What follows belongs to an exercise in optimizing a design on an open flow for small area, a short achievable clock period and few clock cycles; a production flow would make more cautious choices.
Only simulation tests tie the RTL to the original design; equivalence was not proved.
No activity file was given, so power comes from the tool's default toggle rates.

## indigo
// csg_ray_span_combine
module csg_ray_span_combine (
  input  logic                       clk,
  input  logic                       rst,
  input  logic                       cfg_write_en,
  input  logic [csgsc_pkg::OP_W-1:0] cfg_write_data,
  input  logic                       cmd_valid,
  output logic                       cmd_ready,
  input  csgsc_pkg::cmd_beat_t       cmd_beat,
  output logic                       res_valid,
  input  logic                       res_ready,
  output csgsc_pkg::res_beat_t       res_beat
);
For scale: ~1900 flip-flops, roughly 75000 µm² of cells after synthesis.
export LEC_CHECK = 0
export CAP_MARGIN = 20
export CORE_MARGIN = 2
export CORE_UTILIZATION = 40
export SETUP_SLACK_MARGIN = 2.6
export SLEW_MARGIN = 20
create_clock -name core_clock -period 5.5 [get_ports {clk}]
standard.sh (not shown) runs the stock make flow with config.mk's settings and CLKGATE_MAP_FILE= SYNTH_SCRIPT=/design/flow/synth_recipe.tcl, a recipe that flattens the netlist after the stock synthesis.
==> flow/flow/run.sh <==
#!/bin/bash
# Standard layout, with the port buffers made from buf_4 instead of the
# slow delay buffer buffer_ports picks by default.
set -euo pipefail
export BUFFER_PORTS_ARGS="-buffer_cell sky130_fd_sc_hd__buf_4"
bash standard.sh > standard_flow.log 2>&1
indigo reached the final stage; the timing, DRC and antenna checks on its layout passed.
Testbench counts of indigo, summed over its fixed seeds: cycles 5,559.
Changes in raven relative to indigo:
==> flow/run.sh (new file) <==
#!/bin/bash
# synth_recipe.tcl (not shown) runs the flow's synth.tcl, then flattens the netlist and writes it again
# the make line also repeats each setting of config.mk as NAME=value (left out here)
make -C /OpenROAD-flow-scripts/flow DESIGN_CONFIG=/design/flow/config.mk WORK_HOME=/design/flow/orfs CLKGATE_MAP_FILE= SYNTH_SCRIPT=/design/flow/synth_recipe.tcl finish
removed: flow/flow/run.sh
removed: flow/standard.sh
==> notes.md <==
raven has completed all stages; timing, DRC and antenna checks passed.
indigo -> raven: wire length on met3 increased by a little under 10%
Comparing indigo and raven, the lower switching part of the total is on indigo.
Setup WNS indigo -> raven: better
Going from indigo to raven, net switching power figure grew slightly.
raven reports its top routing layer in use as met4 while indigo reports met5.
The power consumed by sequential cells of raven and that of indigo are within noise of each other.
Diff raven..indigo | fraction of registers with async set or reset after synthesis | negligible
The total power number comes out lower for raven vs indigo.
Between indigo and raven, the flow reports wire length reported by the detailed router decreasing slightly.


Setup of sierra:
csg_ray_span_combine, a different RTL version from the one above (not shown whole).
For scale: roughly 3600 cells after synthesis, roughly 110 I/O pins.
==> flow/design.v (excerpt) <==
module csg_ray_span_combine (
  input  logic                       clk,
  input  logic                       rst,
  input  logic                       cfg_write_en,
  input  logic [csgsc_pkg::OP_W-1:0] cfg_write_data,
  input  logic                       cmd_valid,
  output logic                       cmd_ready,
  input  csgsc_pkg::cmd_beat_t       cmd_beat,
  output logic                       res_valid,
  input  logic                       res_ready,
  output csgsc_pkg::res_beat_t       res_beat
);
==> flow/config.mk <==
export PLATFORM = sky130hd
export DESIGN_NAME = csg_ray_span_combine
export DESIGN_NICKNAME = csg_ray_span_combine
export VERILOG_FILES = /design/flow/design.v
export SDC_FILE = /design/flow/constraint.sdc
export NUM_CORES = 4
export LEC_CHECK = 0
export CAP_MARGIN = 20
export CORE_MARGIN = 2
export CORE_UTILIZATION = 40
export CTS_CLUSTER_DIAMETER = 120
export CTS_CLUSTER_SIZE = 22
export PLACE_DENSITY = 0.85
export SETUP_SLACK_MARGIN = 3.0
export SLEW_MARGIN = 20
==> flow/constraint.sdc <==
create_clock -name core_clock -period 5.5 [get_ports {clk}]
set_input_delay 1.1000 -clock core_clock [delete_from_list [all_inputs] [get_ports {clk}]]
set_output_delay 1.1000 -clock core_clock [all_outputs]
set_load 0.01 [all_outputs]
==> flow/flow/run.sh <==
#!/bin/bash
# Standard layout, with the port buffers made from buf_4 instead of the
# slow delay buffer buffer_ports picks by default.
set -euo pipefail
export BUFFER_PORTS_ARGS="-buffer_cell sky130_fd_sc_hd__buf_4"
bash standard.sh > standard_flow.log 2>&1
sierra: no failed stages, no open violations at the end
Testbench counts of sierra, summed over its fixed seeds: cycles 5,559.
### sierra -> harbor
# sierra
export LEC_CHECK = 0
export CAP_MARGIN = 20
export CORE_MARGIN = 2
export CORE_UTILIZATION = 40
export CTS_CLUSTER_DIAMETER = 120
export CTS_CLUSTER_SIZE = 22
export PLACE_DENSITY = 0.85
export SETUP_SLACK_MARGIN = 3.0
export SLEW_MARGIN = 20
create_clock -name core_clock -period 5.5 [get_ports {clk}]
# harbor
export LEC_CHECK = 0
export CAP_MARGIN = 20
export CORE_MARGIN = 2
export CORE_UTILIZATION = 40
export CTS_CLUSTER_DIAMETER = 120
export CTS_CLUSTER_SIZE = 22
export SETUP_SLACK_MARGIN = 3.15
export SLEW_MARGIN = 20
create_clock -name core_clock -period 5.5 [get_ports {clk}]
### Flow results
Of harbor and sierra, the higher setup slack after layout belongs to harbor. Comparing harbor and sierra, the higher minimum clock period is on sierra. Re met2 track demand over resource in global routing: harbor and sierra aren't equal, and the lower value belongs to harbor. | portion of total power attributed to combinational logic | harbor vs sierra | 2.5 points higher |.
Here is what was changed in the inputs of pepper compared with harbor.
# harbor
export LEC_CHECK = 0
export CAP_MARGIN = 20
export CORE_MARGIN = 2
export CORE_UTILIZATION = 40
export CTS_CLUSTER_DIAMETER = 120
export CTS_CLUSTER_SIZE = 22
export SETUP_SLACK_MARGIN = 3.15
export SLEW_MARGIN = 20
create_clock -name core_clock -period 5.5 [get_ports {clk}]
# pepper
export LEC_CHECK = 0
export CAP_MARGIN = 20
export CORE_MARGIN = 2
export CORE_UTILIZATION = 40
export CTS_CLUSTER_DIAMETER = 120
export CTS_CLUSTER_SIZE = 22
export SETUP_SLACK_MARGIN = 3.0
export SLEW_MARGIN = 20
export TNS_END_PERCENT = 20
create_clock -name core_clock -period 5.5 [get_ports {clk}]
## What came out
- Against harbor, count of buffers added by post-CTS timing repair for setup in pepper fell by more than a quarter.
- On final sequential cell count, pepper and harbor are neck and neck.
- Looking at number of cell instances on the worst register-to-register path, pepper sits 7 lower than harbor does.
- Row global-route usage: pepper lower / harbor higher
- Between pepper and harbor, the total detailed-routing wirelength is higher for harbor.
- Going from harbor to pepper, share of the cycle needed by the critical path after routing saw little to no change; total power saw a decrease.


Another version of the RTL of csg_ray_span_combine (not shown whole).
Size in the first run: about 3,600 cells after synthesis, roughly 1,900 flip-flops.
clock: 5.5 ns
lec_check: 0
cap_margin: 20
core_margin: 2
core_utilization: 55
setup_slack_margin: 3.0
slew_margin: 20
Scripts as last shown in full above: flow/flow/run.sh
The first run passed the timing, DRC and antenna checks.
Testbench counts at the start, summed over its fixed seeds: cycles 5,559.
Rerun with:
CORE_UTILIZATION = 40   (was 55)
CTS_CLUSTER_DIAMETER = 100   (was default)
CTS_CLUSTER_SIZE = 30   (was default)
Outcome: The new run ran to the end with no violations. Clock power is lower by 43%. Clock skew goes up by 0.020 ns. Sequential share of layout area climbs by 1.2 points. Worst setup slack loses 0.054 ns. Synthesized cell count stays the same. Total power goes down by 13%. Die area rises by 37%. Via count decreases by 2.1%.
Rerun with:
CTS_CLUSTER_DIAMETER = default   (was 100)
CTS_CLUSTER_SIZE = default   (was 30)
SETUP_SLACK_MARGIN = 3.3   (was 3.0)
Effect:
- The changed run passed the timing, DRC and antenna checks
- final area increases by 13%
- clock power increases by about 80%
- combinational power increases by about 30%
- hold slack got worse by 0.011 ns
- routed wire length increases by about 15%
- setup slack improved by 0.19 ns
- final cell count increases by 8.6%
- register-to-register slack improved by 0.13 ns
- core utilization increases by 5.9 points
Rerun with:
CTS_CLUSTER_DIAMETER = 120   (was default)
CTS_CLUSTER_SIZE = 22   (was default)
SETUP_SLACK_MARGIN = 3.0   (was 3.3)
Cell area falls by 12%; cell count falls by 8.3%; via count falls by 10%; synthesized cell count does not change; routed wire length falls by 15%; global-route usage falls by 3.0 points; critical path depth falls by 4; setup slack degrades by 0.13 ns; sequential share of layout area rises by 7.6 points; power falls by 19%; register-to-register slack degrades by 0.09 ns.
Rerun with:
==> flow/run.sh (new file) <==
#!/bin/bash
# synth_recipe.tcl (not shown) runs the flow's synth.tcl, then flattens the netlist and writes it again
# the make line also repeats each setting of config.mk as NAME=value (left out here)
make -C /OpenROAD-flow-scripts/flow DESIGN_CONFIG=/design/flow/config.mk WORK_HOME=/design/flow/orfs CLKGATE_MAP_FILE= SYNTH_SCRIPT=/design/flow/synth_recipe.tcl finish
CTS_CLUSTER_DIAMETER = default   (was 120)
CTS_CLUSTER_SIZE = default   (was 22)
removed: flow/flow/run.sh
removed: flow/standard.sh
Effect:
- cell count grows by 5.7%
- first-iteration DRC count grows by about 17%
- hold slack is worse by 0.019 ns
- global-route usage grows by 2.0 points
- synthesized area stays the same
- die area does not change
- final area grows by 6.1%
- wire length grows by about 6%
- critical path depth is unchanged
- synthesized cell count does not change


== run A ==
csg_ray_span_combine with an RTL version that a note above also has.
Size: ~1900 flip-flops, about 110 I/O pins, ~0.075 mm^2 of cells after synthesis.
Design csg_ray_span_combine, start of the top module:
module csg_ray_span_combine (
  input  logic                       clk,
  input  logic                       rst,
  input  logic                       cfg_write_en,
  input  logic [csgsc_pkg::OP_W-1:0] cfg_write_data,
  input  logic                       cmd_valid,
  output logic                       cmd_ready,
  input  csgsc_pkg::cmd_beat_t       cmd_beat,
  output logic                       res_valid,
  input  logic                       res_ready,
  output csgsc_pkg::res_beat_t       res_beat
);
==> flow/config.mk <==
export PLATFORM = sky130hd
export DESIGN_NAME = csg_ray_span_combine
export DESIGN_NICKNAME = csg_ray_span_combine
export VERILOG_FILES = /design/flow/design.v
export SDC_FILE = /design/flow/constraint.sdc
export NUM_CORES = 4
export LEC_CHECK = 0
export CAP_MARGIN = 20
export CORE_MARGIN = 2
export CORE_UTILIZATION = 40
export CTS_CLUSTER_DIAMETER = 120
export CTS_CLUSTER_SIZE = 22
export PLACE_DENSITY = 0.75
export SETUP_SLACK_MARGIN = 2.9
export SLEW_MARGIN = 20
==> flow/constraint.sdc <==
create_clock -name core_clock -period 5.5 [get_ports {clk}]
set_input_delay 1.1000 -clock core_clock [delete_from_list [all_inputs] [get_ports {clk}]]
set_output_delay 1.1000 -clock core_clock [all_outputs]
set_load 0.01 [all_outputs]
==> flow/flow/run.sh <==
#!/bin/bash
# Standard layout, with the port buffers made from buf_4 instead of the
# slow delay buffer buffer_ports picks by default.
set -euo pipefail
export BUFFER_PORTS_ARGS="-buffer_cell sky130_fd_sc_hd__buf_4"
bash standard.sh > standard_flow.log 2>&1
Testbench counts of run A, summed over its fixed seeds: cycles 5,559.
## Diff of input files: run B against run A
- SETUP_SLACK_MARGIN changed from 2.9 to 3.1
==> notes.md <==
Lower power share of the combinational group among run A and run B: run A. Delta (run B minus run A): final-layout worst hold slack now smaller, sum of met3 wire segment lengths after detailed routing now larger, number of ordinary and repair buffers in the finished layout now larger, synthesized instance count comparable.
Changes in run C relative to run B:
- changing SETUP_SLACK_MARGIN from 3.1 to 3.0
- removing PLACE_DENSITY (formerly 0.75)
Results
Relative to run B, cell count of the worst reg-to-reg path has decreased by 2 in run C.
Row number of buffer and inverter instances along the worst setup path: run C higher / run B lower
NOTE total power run B->run C decreased by a few percent
In terms of number of cells after detailed placement, run C and run B differ only marginally.
A timing startpoint of the critical path of a_left is what run C shows, while res_beat[39] belongs to run B.
Summary of the comparison: length of routed met2 wiring is lower in run C, relative to run B.
diff inputs: run C => run D
- setting TNS_END_PERCENT to 50 for the first time
- setting PLACE_DENSITY to 0.75 for the first time
Findings:
Run D vs. run C: initial DRC count has increased; worst-case headroom to the max-slew limit has decreased.
The higher wire length came out of run C.
--- input diff run D..run E ---
- clearing TNS_END_PERCENT, which used to be 50
- clearing PLACE_DENSITY, which used to be 0.75
- putting ABC_CLOCK_PERIOD_IN_PS at 2500 where nothing was set
--- outcome ---
- Going from run D to run E, first-iteration DRC count went down by 23%; area share of xor/xnor cells in the synthesized design was more or less identical; post-route total power went up by 0.94%; final layout net count went up by 15; least setup slack across all paths after layout went up by 0.066 ns.
- Cmp run D and run E / relative contribution of combinational cells to total power / lower: run D

what the ideal ports hide:
The results above use ideal ports. As a check the final layouts listed here were re-extracted and re-timed, cells and wires unchanged. Step 1, drivers: a clkbuf_16 drives clk and a buf_2 each remaining input, both assumed. Step 2 times the ports against the registers' clock, not the clock port: input delays grow and output delays shrink by t, the midpoint of the rising clock arrivals with the driver on. Three values: ideal, step 1, step 2; two values: the first two.
run | t (ns) | setup WS [ns] | pins driven straight from the clock port
indigo | 0.889 | 2.627 / 2.660 / 1.789 | 1
raven | 0.893 | 2.661 / 2.588 / 1.821 | 1
sierra | 0.845 | 2.783 / 2.783 / 2.307 | 1
harbor | 0.851 | 2.842 / 2.842 / 2.265 | 1
pepper | 0.823 | 2.836 / 2.786 / 2.224 | 1
the first run of note 3 | 0.879 | 2.754 / 2.793 / 1.930 | 1
the second run of note 3 | 0.808 | 2.701 / 2.722 / 1.913 | 1
the third run of note 3 | 0.922 | 2.886 / 2.886 / 2.073 | 1
the fourth run of note 3 | 0.837 | 2.754 / 2.783 / 1.947 | 1
the fifth run of note 3 | 0.914 | 2.863 / 2.860 / 2.145 | 1
run A | 0.817 | 2.838 / 2.838 / 2.188 | 1
run B | 0.840 | 2.904 / 2.811 / 2.309 | 1
run C | 0.849 | 2.878 / 2.850 / 2.295 | 1
run D | 0.840 | 2.812 / 2.812 / 2.212 | 1
run E | 0.849 | 2.878 / 2.850 / 2.295 | 1
After both steps every run listed still meets setup and hold. The setup slack of raven, which loses most, moves by -0.073 ns with the drivers and by -0.840 ns with both steps.
